Context: an optimization exercise on an open-source flow, tuned for small area and a short achievable clock period. The choices shown serve that exercise and are no tape-out recipe. RTL that was checked went through simulation tests only; none was proved equivalent to the original. Power is estimated from default activity; no workload was simulated.

P:
==> flow/design.v (excerpt) <==
module exec_core #(
    parameter int data_width = riscv_pkg::xlen
) (
    input  logic                  clk,
    input  logic                  arst_n,
    input  logic [31:0]           inst,
    input  logic                  inst_valid,
    output logic [data_width-1:0] result,
    output logic [4:0]            result_rd,
    output logic                  result_valid,
    output logic                  branch_taken
);
Size in the first run: ~3800 cells after synthesis.
==> flow/config.mk <==
export PLATFORM = sky130hd
export DESIGN_NAME = exec_core
export DESIGN_NICKNAME = exec_core
export VERILOG_FILES = /design/flow/design.v
export SDC_FILE = /design/flow/constraint.sdc
export NUM_CORES = 8
export LEC_CHECK = 0
export CAP_MARGIN = 20
export CORE_MARGIN = 2
export CORE_UTILIZATION = 40
export PLACE_DENSITY = 0.6
export SETUP_SLACK_MARGIN = 5
export SLEW_MARGIN = 20
export SYNTH_HIERARCHICAL = 1
export SYNTH_MINIMUM_KEEP_SIZE = 0
export TNS_END_PERCENT = 100
==> flow/constraint.sdc <==
create_clock -name core_clock -period 10.0 [get_ports {clk}]
set_input_delay 2.0000 -clock core_clock [delete_from_list [all_inputs] [get_ports {clk}]]
set_output_delay 2.0000 -clock core_clock [all_outputs]
set_load 0.01 [all_outputs]
standard.sh (not shown) runs the stock make flow with config.mk's settings and CLKGATE_MAP_FILE= SYNTH_SCRIPT=/design/flow/synth_recipe.tcl, a recipe that flattens the netlist after the stock synthesis.
==> flow/flow/run.sh <==
#!/bin/bash
# Own layout flow: the standard layout (standard.sh) with these changes.
#  1. DONT_USE_CELLS adds the full and half adder cells (fa, ha) and the
#     clkdlybuf4s delay buffers to the platform's list (flow/dont_use.txt
#     holds the whole list), so synthesis maps adders to plain gates and
#     port buffering and repair use ordinary buffers.
#  2. After synthesis, a22oi_2 and a21oi_2 cells (what synthesis makes of
#     the design's single-gate modules) start at size 1 (flow/swap.tcl).
#  3. Clock tree synthesis without dummy loads, with small sink clusters
#     (flow/settings.sh).
#  4. Timing repair aims at a shorter period than the design's clock
#     (setup margin from flow/settings.sh) on all endpoints.
# Everything else (synthesis script, floorplan, power grid, placement,
# routing, the clock period and constraints) is the standard flow.
# Each tool's full output goes to a log file here (flow_*.log); ORFS also
# writes each step's log under orfs/logs/.
set -euo pipefail
source flow/settings.sh
du="$(cat flow/dont_use.txt)"
vars=("DONT_USE_CELLS=$du" "CTS_ARGS=$CTS_ARGS" "SETUP_SLACK_MARGIN=$MARGIN" "TNS_END_PERCENT=$TNS")
res="orfs/results/${FLOW_PLATFORM:-sky130hd}/exec_core/base"

bash standard.sh "${vars[@]}" synth > flow_synth.log 2>&1
ODB_IN="$res/1_synth.odb" ODB_OUT="$res/1_synth.odb" SWAP="$SWAP" \
  openroad -no_init -exit flow/swap.tcl > flow_swap.log 2>&1
touch "$res/1_synth.sdc"
bash standard.sh "${vars[@]}" finish > flow_finish.log 2>&1
Other scripts of this flow, unchanged in this note and not shown: flow/flow/dont_use.txt, flow/flow/settings.sh, flow/flow/swap.tcl
Relative to P, the following input files were edited for Q:
--- a/flow/design.v
+++ b/flow/design.v
@@ -12,17 +12,17 @@
         logic [31:0] other_n;   
         logic        sel_add_n;
         logic        c4;        
         logic [7:1]  gg;        
         logic [7:1]  gp;        
         logic        ltx;       
         logic        brx;       
-        logic [31:0] sh;        
-        logic [1:0]  shamt;     
-        logic [1:0]  shamt_n;   
+        logic [31:0] sh_n;      
+        logic [2:0]  shamt;     
+        logic [2:0]  shamt_n;   
         logic        fill;      
         logic        sel_sll;
         logic        sel_sr;
         logic        sel_lt;
         logic        br_eq;
         logic        br_lt;
         logic        br_inv;
@@ -167,15 +167,15 @@
     logic [31:4] s1;              
     logic        subn;
     assign subn = ~sub;
     for (genvar i = 0; i < 32; i++) begin : g_pg
         g_xor2  u_t  (.a(s2[i]), .b(k[i]), .y(t[i]));
         g_xnor2 u_pn (.a(a[i]), .b(t[i]), .y(pn[i]));
         g_nand2 u_gn (.a(a[i]), .b(t[i]), .y(gn[i]));
-        g_inv   u_p  (.a(pn[i]), .y(p[i]));
+        g_xor2  u_p  (.a(a[i]), .b(t[i]), .y(p[i]));
         g_inv   u_g  (.a(gn[i]), .y(g[i]));
     end
     assign other_n = ~((p & {32{lp}}) | (g & {32{lg}}) | (imm & {32{lui}}));
     for (genvar b = 0; b < 8; b++) begin : g_grp
         logic [3:0] g1, p1, g2n, p2n;
         logic [3:0] pb, pnb, gnb;
         assign pb  = p[4*b +: 4];
@@ -244,15 +244,15 @@
     end
     assign st.s0        = s0;
     assign st.s1        = s1;
     assign st.other_n   = other_n;
     assign st.sel_add_n = ~sel_add;
     assign st.ltx = ~(lt_signed & (a[31] ^ ~t[31]));
     assign st.brx = st.ltx ^ br_inv;
-    logic [31:0] x0, x1, x2, x3;
+    logic [31:0] x0, x1, x2;
     logic        fill, fill_n;
     assign fill   = sra & a[31];
     assign fill_n = ~fill;
     for (genvar i = 0; i < 32; i++) begin : g_sh
         g_mux2i u0 (.s(sel_sll), .a0(a[i]), .a1(a[31-i]), .y(x0[i]));
         if (i + 16 < 32) begin : g_a
             g_mux2i u1 (.s(t[4]), .a0(x0[i]), .a1(x0[i+16]), .y(x1[i]));
@@ -260,23 +260,18 @@
             g_mux2i u1 (.s(t[4]), .a0(x0[i]), .a1(fill_n), .y(x1[i]));
         end
         if (i + 8 < 32) begin : g_c
             g_mux2i u2 (.s(t[3]), .a0(x1[i]), .a1(x1[i+8]), .y(x2[i]));
         end else begin : g_d
             g_mux2i u2 (.s(t[3]), .a0(x1[i]), .a1(fill), .y(x2[i]));
         end
-        if (i + 4 < 32) begin : g_e
-            g_mux2i u3 (.s(t[2]), .a0(x2[i]), .a1(x2[i+4]), .y(x3[i]));
-        end else begin : g_f
-            g_mux2i u3 (.s(t[2]), .a0(x2[i]), .a1(fill_n), .y(x3[i]));
-        end
     end
-    assign st.sh      = x3;
-    assign st.shamt   = t[1:0];
-    assign st.shamt_n = ~t[1:0];
+    assign st.sh_n    = x2;
+    assign st.shamt   = t[2:0];
+    assign st.shamt_n = ~t[2:0];
     assign st.fill    = fill;
     assign st.sel_sll = sel_sll;
     assign st.sel_sr  = sel_sr;
     assign st.sel_lt  = sel_lt;
     assign st.br_eq   = br_eq;
     assign st.br_lt   = br_lt;
     assign st.br_inv  = br_inv;
@@ -387,30 +382,30 @@
             end else if (b < 5) begin : g_34
                 g_mux2i u (.s(l2g[b-1]), .a0(st.s0[I]), .a1(st.s1[I]), .y(sum_n[I]));
             end else begin : g_57
                 g_mux2i u (.s(l3g_n[b-1]), .a0(st.s1[I]), .a1(st.s0[I]), .y(sum_n[I]));
             end
         end
     end
-    logic [31:0] y4, y5, shx_n;
+    logic [31:0] y3, y4, y5, shx_n;
     logic        fill_n;
     assign fill_n = ~st.fill;
     for (genvar i = 0; i < 32; i++) begin : g_sh
-        logic a4, a5;
-        assign a4 = (i + 2 < 32) ? st.sh[(i + 2) % 32] : st.fill;
+        logic a3, a4, a5;
+        assign a3 = (i + 4 < 32) ? st.sh_n[(i + 4) % 32] : fill_n;
+        assign a4 = (i + 2 < 32) ? y3[(i + 2) % 32] : st.fill;
+        assign a5 = (i + 1 < 32) ? y4[(i + 1) % 32] : fill_n;
         if (i < 16) begin : g_lo
-            g_mux2i u4 (.s(st.shamt[1]), .a0(st.sh[i]), .a1(a4), .y(y4[i]));
-            g_mux2i u5 (.s(st.shamt[0]), .a0(y4[i]), .a1(y4[i+1]), .y(y5[i]));
+            g_mux2i u3 (.s(st.shamt[2]), .a0(st.sh_n[i]), .a1(a3), .y(y3[i]));
+            g_mux2i u4 (.s(st.shamt[1]), .a0(y3[i]), .a1(a4), .y(y4[i]));
+            g_mux2i u5 (.s(st.shamt[0]), .a0(y4[i]), .a1(a5), .y(y5[i]));
         end else begin : g_hi
-            g_mux2i u4 (.s(st.shamt_n[1]), .a0(a4), .a1(st.sh[i]), .y(y4[i]));
-            if (i + 1 < 32) begin : g_c
-                g_mux2i u5 (.s(st.shamt_n[0]), .a0(y4[i+1]), .a1(y4[i]), .y(y5[i]));
-            end else begin : g_d
-                g_mux2i u5 (.s(st.shamt_n[0]), .a0(fill_n), .a1(y4[i]), .y(y5[i]));
-            end
+            g_mux2i u3 (.s(st.shamt_n[2]), .a0(a3), .a1(st.sh_n[i]), .y(y3[i]));
+            g_mux2i u4 (.s(st.shamt_n[1]), .a0(a4), .a1(y3[i]), .y(y4[i]));
+            g_mux2i u5 (.s(st.shamt_n[0]), .a0(a5), .a1(y4[i]), .y(y5[i]));
         end
     end
     for (genvar i = 0; i < 32; i++) begin : g_shx
         g_aoi22 u (.a1(st.sel_sr), .a2(y5[i]), .b1(st.sel_sll), .b2(y5[31-i]), .y(shx_n[i]));
     end
     logic lt, eq;
     assign lt = c32 ^ st.ltx;
[summary]
For sequential power, P and Q come out practically identical. Any difference in multi-input gate share of total cell area between Q and P is small enough to ignore. P → Q: detail-routed via count per cell down about 0.3%, number of cells in the design after placement essentially unchanged, synthesized cell count was more or less identical, inverter count shows a reduction of 31, chip height held. Part of the power in combinational logic: Q and P compared, higher one is P. Clock buffer count in the final layout ended up 5 lower on Q than on P. Delta (Q minus P): clock latency of the later-clocked register in the worst-skew pair went up by 0.02 ns; cell depth of the worst flop-to-flop path has increased.
No functional check of the RTL was part of any run of this note.

========
JK:
exec_core, a different RTL version from the one above (not shown whole).
For scale: roughly 74 I/O pins, roughly 55000 sq um of cells after synthesis.
==> module g_aoi221, before the edit <==
module g_aoi221 (input logic a1, input logic a2, input logic b1, input logic b2, input logic c, output logic y);
    assign y = ~((a1 & a2) | (b1 & b2) | c);
endmodule
==> module decode_alu, before the edit <==
module decode_alu (
    input  logic [31:0]       a,           
    input  logic [31:0]       s2,          
    input  logic [31:0]       k,           
    input  logic [31:0]       imm,
    input  logic              sub,
    input  logic              sel_add,
    input  logic              lp,
    input  logic              lg,
    input  logic              lui,
    input  logic              sel_sll,
    input  logic              sel_sr,
    input  logic              sra,
    input  logic              lt_signed,
    input  logic              sel_lt,
    input  logic              br_eq,
    input  logic              br_lt,
    input  logic              br_inv,
    output riscv_pkg::stage_t st
);
    logic [31:0] t, p, pn, qn, gn, g, other_n;
    logic [31:0] s0n;             
    logic [31:4] s1n;             
    logic        subn;
    assign subn = ~sub;
    for (genvar i = 0; i < 32; i++) begin : g_pg
        g_xor2  u_t  (.a(s2[i]), .b(k[i]), .y(t[i]));
        g_nor2  u_qn (.a(a[i]), .b(t[i]), .y(qn[i]));
        g_nand2 u_gn (.a(a[i]), .b(t[i]), .y(gn[i]));
        if (i % 4 == 0) begin : g_pn
            g_xnor2 u_pn (.a(a[i]), .b(t[i]), .y(pn[i]));
        end else begin : g_npn
            assign pn[i] = 1'b0;    
        end
        g_xor2  u_p  (.a(a[i]), .b(t[i]), .y(p[i]));
        g_inv   u_g  (.a(gn[i]), .y(g[i]));
    end
    logic [31:0] il;
    assign il = imm & {32{lui}};
    for (genvar i = 0; i < 32; i++) begin : g_oth
        g_aoi221 u (.a1(p[i]), .a2(lp), .b1(g[i]), .b2(lg), .c(il[i]), .y(other_n[i]));
    end
    for (genvar b = 0; b < 8; b++) begin : g_grp
        logic [3:0] g1, p1, g2n, p2n;
        logic [3:0] pb, pnb, qnb, gnb;
        assign pb  = p[4*b +: 4];
        assign pnb = pn[4*b +: 4];
        assign qnb = qn[4*b +: 4];
        assign gnb = gn[4*b +: 4];
        assign g1[0] = g[4*b];
        assign p1[0] = pb[0];
        for (genvar j = 1; j < 4; j++) begin : g_l1
            g_oai21 u_g (.a1(qnb[j]), .a2(gnb[j-1]), .b(gnb[j]), .y(g1[j]));
            g_nor2  u_p (.a(qnb[j]), .b(qnb[j-1]), .y(p1[j]));
        end
        assign g2n[0] = gnb[0];
        assign p2n[0] = qnb[0];
        g_inv u_g2n1 (.a(g1[1]), .y(g2n[1]));
        g_inv u_p2n1 (.a(p1[1]), .y(p2n[1]));
        for (genvar j = 2; j < 4; j++) begin : g_l2
            g_aoi21 u_g (.a1(p1[j]), .a2(g1[j-2]), .b(g1[j]), .y(g2n[j]));
            g_nand2 u_p (.a(p1[j]), .b(p1[j-2]), .y(p2n[j]));
        end
        for (genvar j = 0; j < 4; j++) begin : g_sum
            localparam int I = 4*b + j;
            if (b == 0) begin : g_cin
                if (j == 0) begin : g_j0
                    g_xnor2 u_s (.a(pb[0]), .b(sub), .y(s0n[I]));
                end else if (j == 1) begin : g_j1
                    logic c;
                    g_oai21 u_c (.a1(qnb[0]), .a2(subn), .b(gnb[0]), .y(c));
                    g_xnor2 u_s (.a(pb[j]), .b(c), .y(s0n[I]));
                end else if (j == 2) begin : g_j2
                    logic cn;
                    g_aoi21 u_c (.a1(p1[1]), .a2(sub), .b(g1[1]), .y(cn));
                    g_xor2  u_s (.a(pb[j]), .b(cn), .y(s0n[I]));
                end else begin : g_j3
                    logic c;
                    g_oai21 u_c (.a1(p2n[2]), .a2(subn), .b(g2n[2]), .y(c));
                    g_xnor2 u_s (.a(pb[j]), .b(c), .y(s0n[I]));
                end
            end else begin : g_cs
                if (j == 0) begin : g_j0
                    assign s0n[I] = pnb[0];
                    assign s1n[I] = pb[0];
                end else if (j == 1) begin : g_j1
                    logic c1;
                    g_xor2  u_s0 (.a(pb[j]), .b(gnb[0]), .y(s0n[I]));
                    g_nand2 u_c1 (.a(gnb[0]), .b(qnb[0]), .y(c1));
                    g_xnor2 u_s1 (.a(pb[j]), .b(c1), .y(s1n[I]));
                end else if (j == 2) begin : g_j2
                    logic c1n;
                    g_xnor2 u_s0 (.a(pb[j]), .b(g1[1]), .y(s0n[I]));
                    g_nor2  u_c1 (.a(g1[1]), .b(p1[1]), .y(c1n));
                    g_xor2  u_s1 (.a(pb[j]), .b(c1n), .y(s1n[I]));
                end else begin : g_j3
                    logic c1;
                    g_xor2  u_s0 (.a(pb[j]), .b(g2n[2]), .y(s0n[I]));
                    g_nand2 u_c1 (.a(g2n[2]), .b(p2n[2]), .y(c1));
                    g_xnor2 u_s1 (.a(pb[j]), .b(c1), .y(s1n[I]));
                end
            end
        end
        if (b == 0) begin : g_c4
            g_oai21 u_c (.a1(p2n[3]), .a2(subn), .b(g2n[3]), .y(st.c4));
        end else begin : g_gp
            g_inv u_g (.a(g2n[3]), .y(st.gg[b]));
            g_inv u_p (.a(p2n[3]), .y(st.gp[b]));
        end
    end
    for (genvar i = 0; i < 32; i++) begin : g_q0
        g_mux2i u (.s(sel_add), .a0(other_n[i]), .a1(s0n[i]), .y(st.q0[i]));
    end
    for (genvar i = 4; i < 32; i++) begin : g_q1
        g_mux2i u (.s(sel_add), .a0(other_n[i]), .a1(s1n[i]), .y(st.q1[i]));
    end
    assign st.ltx = ~(lt_signed & (a[31] ^ ~t[31]));
    assign st.brx = st.ltx ^ br_inv;
    logic [31:0] x0, x1, x2, x3;
    logic        fill, fill_n;
    assign fill   = sra & a[31];
    assign fill_n = ~fill;
    for (genvar i = 0; i < 32; i++) begin : g_sh
        g_mux2i u0 (.s(sel_sll), .a0(a[i]), .a1(a[31-i]), .y(x0[i]));
        if (i + 16 < 32) begin : g_a
            g_mux2i u1 (.s(t[4]), .a0(x0[i]), .a1(x0[i+16]), .y(x1[i]));
        end else begin : g_b
            g_mux2i u1 (.s(t[4]), .a0(x0[i]), .a1(fill_n), .y(x1[i]));
        end
        if (i + 8 < 32) begin : g_c
            g_mux2i u2 (.s(t[3]), .a0(x1[i]), .a1(x1[i+8]), .y(x2[i]));
        end else begin : g_d
            g_mux2i u2 (.s(t[3]), .a0(x1[i]), .a1(fill), .y(x2[i]));
        end
        if (i + 4 < 32) begin : g_e
            g_mux2i u3 (.s(t[2]), .a0(x2[i]), .a1(x2[i+4]), .y(x3[i]));
        end else begin : g_f
            g_mux2i u3 (.s(t[2]), .a0(x2[i]), .a1(fill_n), .y(x3[i]));
        end
    end
    assign st.sh      = x3;
    assign st.shamt   = t[1:0];
    assign st.shamt_n = ~t[1:0];
    assign st.fill    = fill;
    assign st.sel_sll = sel_sll;
    assign st.sel_sr  = sel_sr;
    assign st.sel_lt  = sel_lt;
    assign st.br_eq   = br_eq;
    assign st.br_lt   = br_lt;
    assign st.br_inv  = br_inv;
endmodule
export LEC_CHECK = 0
export CAP_MARGIN = 20
export CORE_MARGIN = 2
export CORE_UTILIZATION = 40
export PLACE_DENSITY = 0.6
export SETUP_SLACK_MARGIN = 5
export SLEW_MARGIN = 20
export SYNTH_HIERARCHICAL = 1
export SYNTH_MINIMUM_KEEP_SIZE = 0
export TNS_END_PERCENT = 100
create_clock -name core_clock -period 10.0 [get_ports {clk}]
==> flow/flow/run.sh <==
#!/bin/bash
# Own layout flow: the standard layout (standard.sh) with these changes.
#  1. DONT_USE_CELLS adds the full and half adder cells (fa, ha) and the
#     clkdlybuf4s delay buffers to the platform's list (flow/dont_use.txt
#     holds the whole list), so synthesis maps adders to plain gates and
#     port buffering and repair use ordinary buffers.
#  2. After synthesis, a22oi_2 and a21oi_2 cells (what synthesis makes of
#     the design's single-gate modules) start at size 1, and the gates of
#     the register file's read decoders and columns get drive strengths
#     that suit their loads (flow/swap.tcl, rules in flow/settings.sh).
#  3. Clock tree synthesis without dummy loads, with small sink clusters
#     (flow/settings.sh).
#  4. Timing repair aims at a shorter period than the design's clock
#     (setup margin from flow/settings.sh) on all endpoints.
# Everything else (synthesis script, floorplan, power grid, placement,
# routing, the clock period and constraints) is the standard flow.
# Each tool's full output goes to a log file here (flow_*.log); ORFS also
# writes each step's log under orfs/logs/.
set -euo pipefail
source flow/settings.sh
du="$(cat flow/dont_use.txt)"
vars=("DONT_USE_CELLS=$du" "CTS_ARGS=$CTS_ARGS" "SETUP_SLACK_MARGIN=$MARGIN" "TNS_END_PERCENT=$TNS")
res="orfs/results/${FLOW_PLATFORM:-sky130hd}/exec_core/base"

bash standard.sh "${vars[@]}" synth > flow_synth.log 2>&1
ODB_IN="$res/1_synth.odb" ODB_OUT="$res/1_synth.odb" SWAP="$SWAP" SIZE="${SIZE:-}" \
  openroad -no_init -exit flow/swap.tcl > flow_swap.log 2>&1
touch "$res/1_synth.sdc"
bash standard.sh "${vars[@]}" finish > flow_finish.log 2>&1
Other scripts of this flow, unchanged in this note and not shown: flow/flow/dont_use.txt, flow/flow/settings.sh, flow/flow/swap.tcl
JK completed; timing, DRC and antenna clean
[inputs] MS vs JK
--- a/flow/design.v
+++ b/flow/design.v
@@ -62,9 +62,6 @@
 module g_a21boi (input logic a1, input logic a2, input logic bn, output logic y);
     assign y = ~((a1 & a2) | ~bn);
 endmodule
-module g_aoi221 (input logic a1, input logic a2, input logic b1, input logic b2, input logic c, output logic y);
-    assign y = ~((a1 & a2) | (b1 & b2) | c);
-endmodule
 module g_mux2i (input logic s, input logic a0, input logic a1, output logic y);
     assign y = ~(s ? a1 : a0);
 endmodule
@@ -195,11 +192,7 @@
         g_xor2  u_p  (.a(a[i]), .b(t[i]), .y(p[i]));
         g_inv   u_g  (.a(gn[i]), .y(g[i]));
     end
-    logic [31:0] il;
-    assign il = imm & {32{lui}};
-    for (genvar i = 0; i < 32; i++) begin : g_oth
-        g_aoi221 u (.a1(p[i]), .a2(lp), .b1(g[i]), .b2(lg), .c(il[i]), .y(other_n[i]));
-    end
+    assign other_n = ~((p & {32{lp}}) | (g & {32{lg}}) | (imm & {32{lui}}));
     for (genvar b = 0; b < 8; b++) begin : g_grp
         logic [3:0] g1, p1, g2n, p2n;
         logic [3:0] pb, pnb, qnb, gnb;
Notes after the runs:
Summary of MS over JK: clock-buffer cell count +about 0.9%, cell area after layout closely matched the old numbers.
Initial antenna violation count up 4 in MS wrt JK
MS vs JK: post-cts repair resize count up in MS
JK -> MS: post-synthesis average cell area flat
Critical path depth: MS < JK
Going from JK to MS, global-route wire length before repair grows by about 0.6%.
Logic gate share of total power on MS is up relative to JK.
The utilization in MS sits 0.31 points above the value recorded for JK.
Side by side, transition time at the pin with the least slew margin turned out higher in MS than in JK.
No functional check of the RTL was part of JK.

==> separate check: timing with driven ports <==
The flow's constraints put no driver on any port. The routed layouts listed below were extracted and timed again, unchanged, in two steps.
Step 1: set_driving_cell puts a clkbuf_16 on clk and a buf_2 on each other input, an assumption about the parent block.
Step 2 adds t to the input delays and takes it off the output delays; t is the mean of the earliest and latest rising clock arrival at the registers after step 1. Input paths then give back, and output paths get back, about the clock's delay inside the block.
Three values: no drivers, after step 1, after step 2; two values: the first two.
run | shift t [ns] | slack for setup (ns) | latest minus earliest clock arrival (ns) | slew at the worst register clock pin (ns) | pins driven straight from the clock port
P | 0.925 | 5.349 / 5.284 / 4.464 | 0.102 / 0.102 | 0.11 / 0.11 | 1
Q | 0.929 | 5.245 / 5.178 / 4.269 | 0.137 / 0.137 | 0.11 / 0.11 | 1
JK | 0.901 | 5.372 / 5.411 / 4.510 | 0.113 / 0.113 | 0.11 / 0.11 | 1
MS | 0.911 | 5.428 / 5.373 / 4.559 | 0.106 / 0.106 | 0.11 / 0.11 | 1
After both steps setup and hold are still met in every run listed. For Q, which loses most, drivers alone change the setup slack by -0.067 ns; drivers and shift together by -0.976 ns.
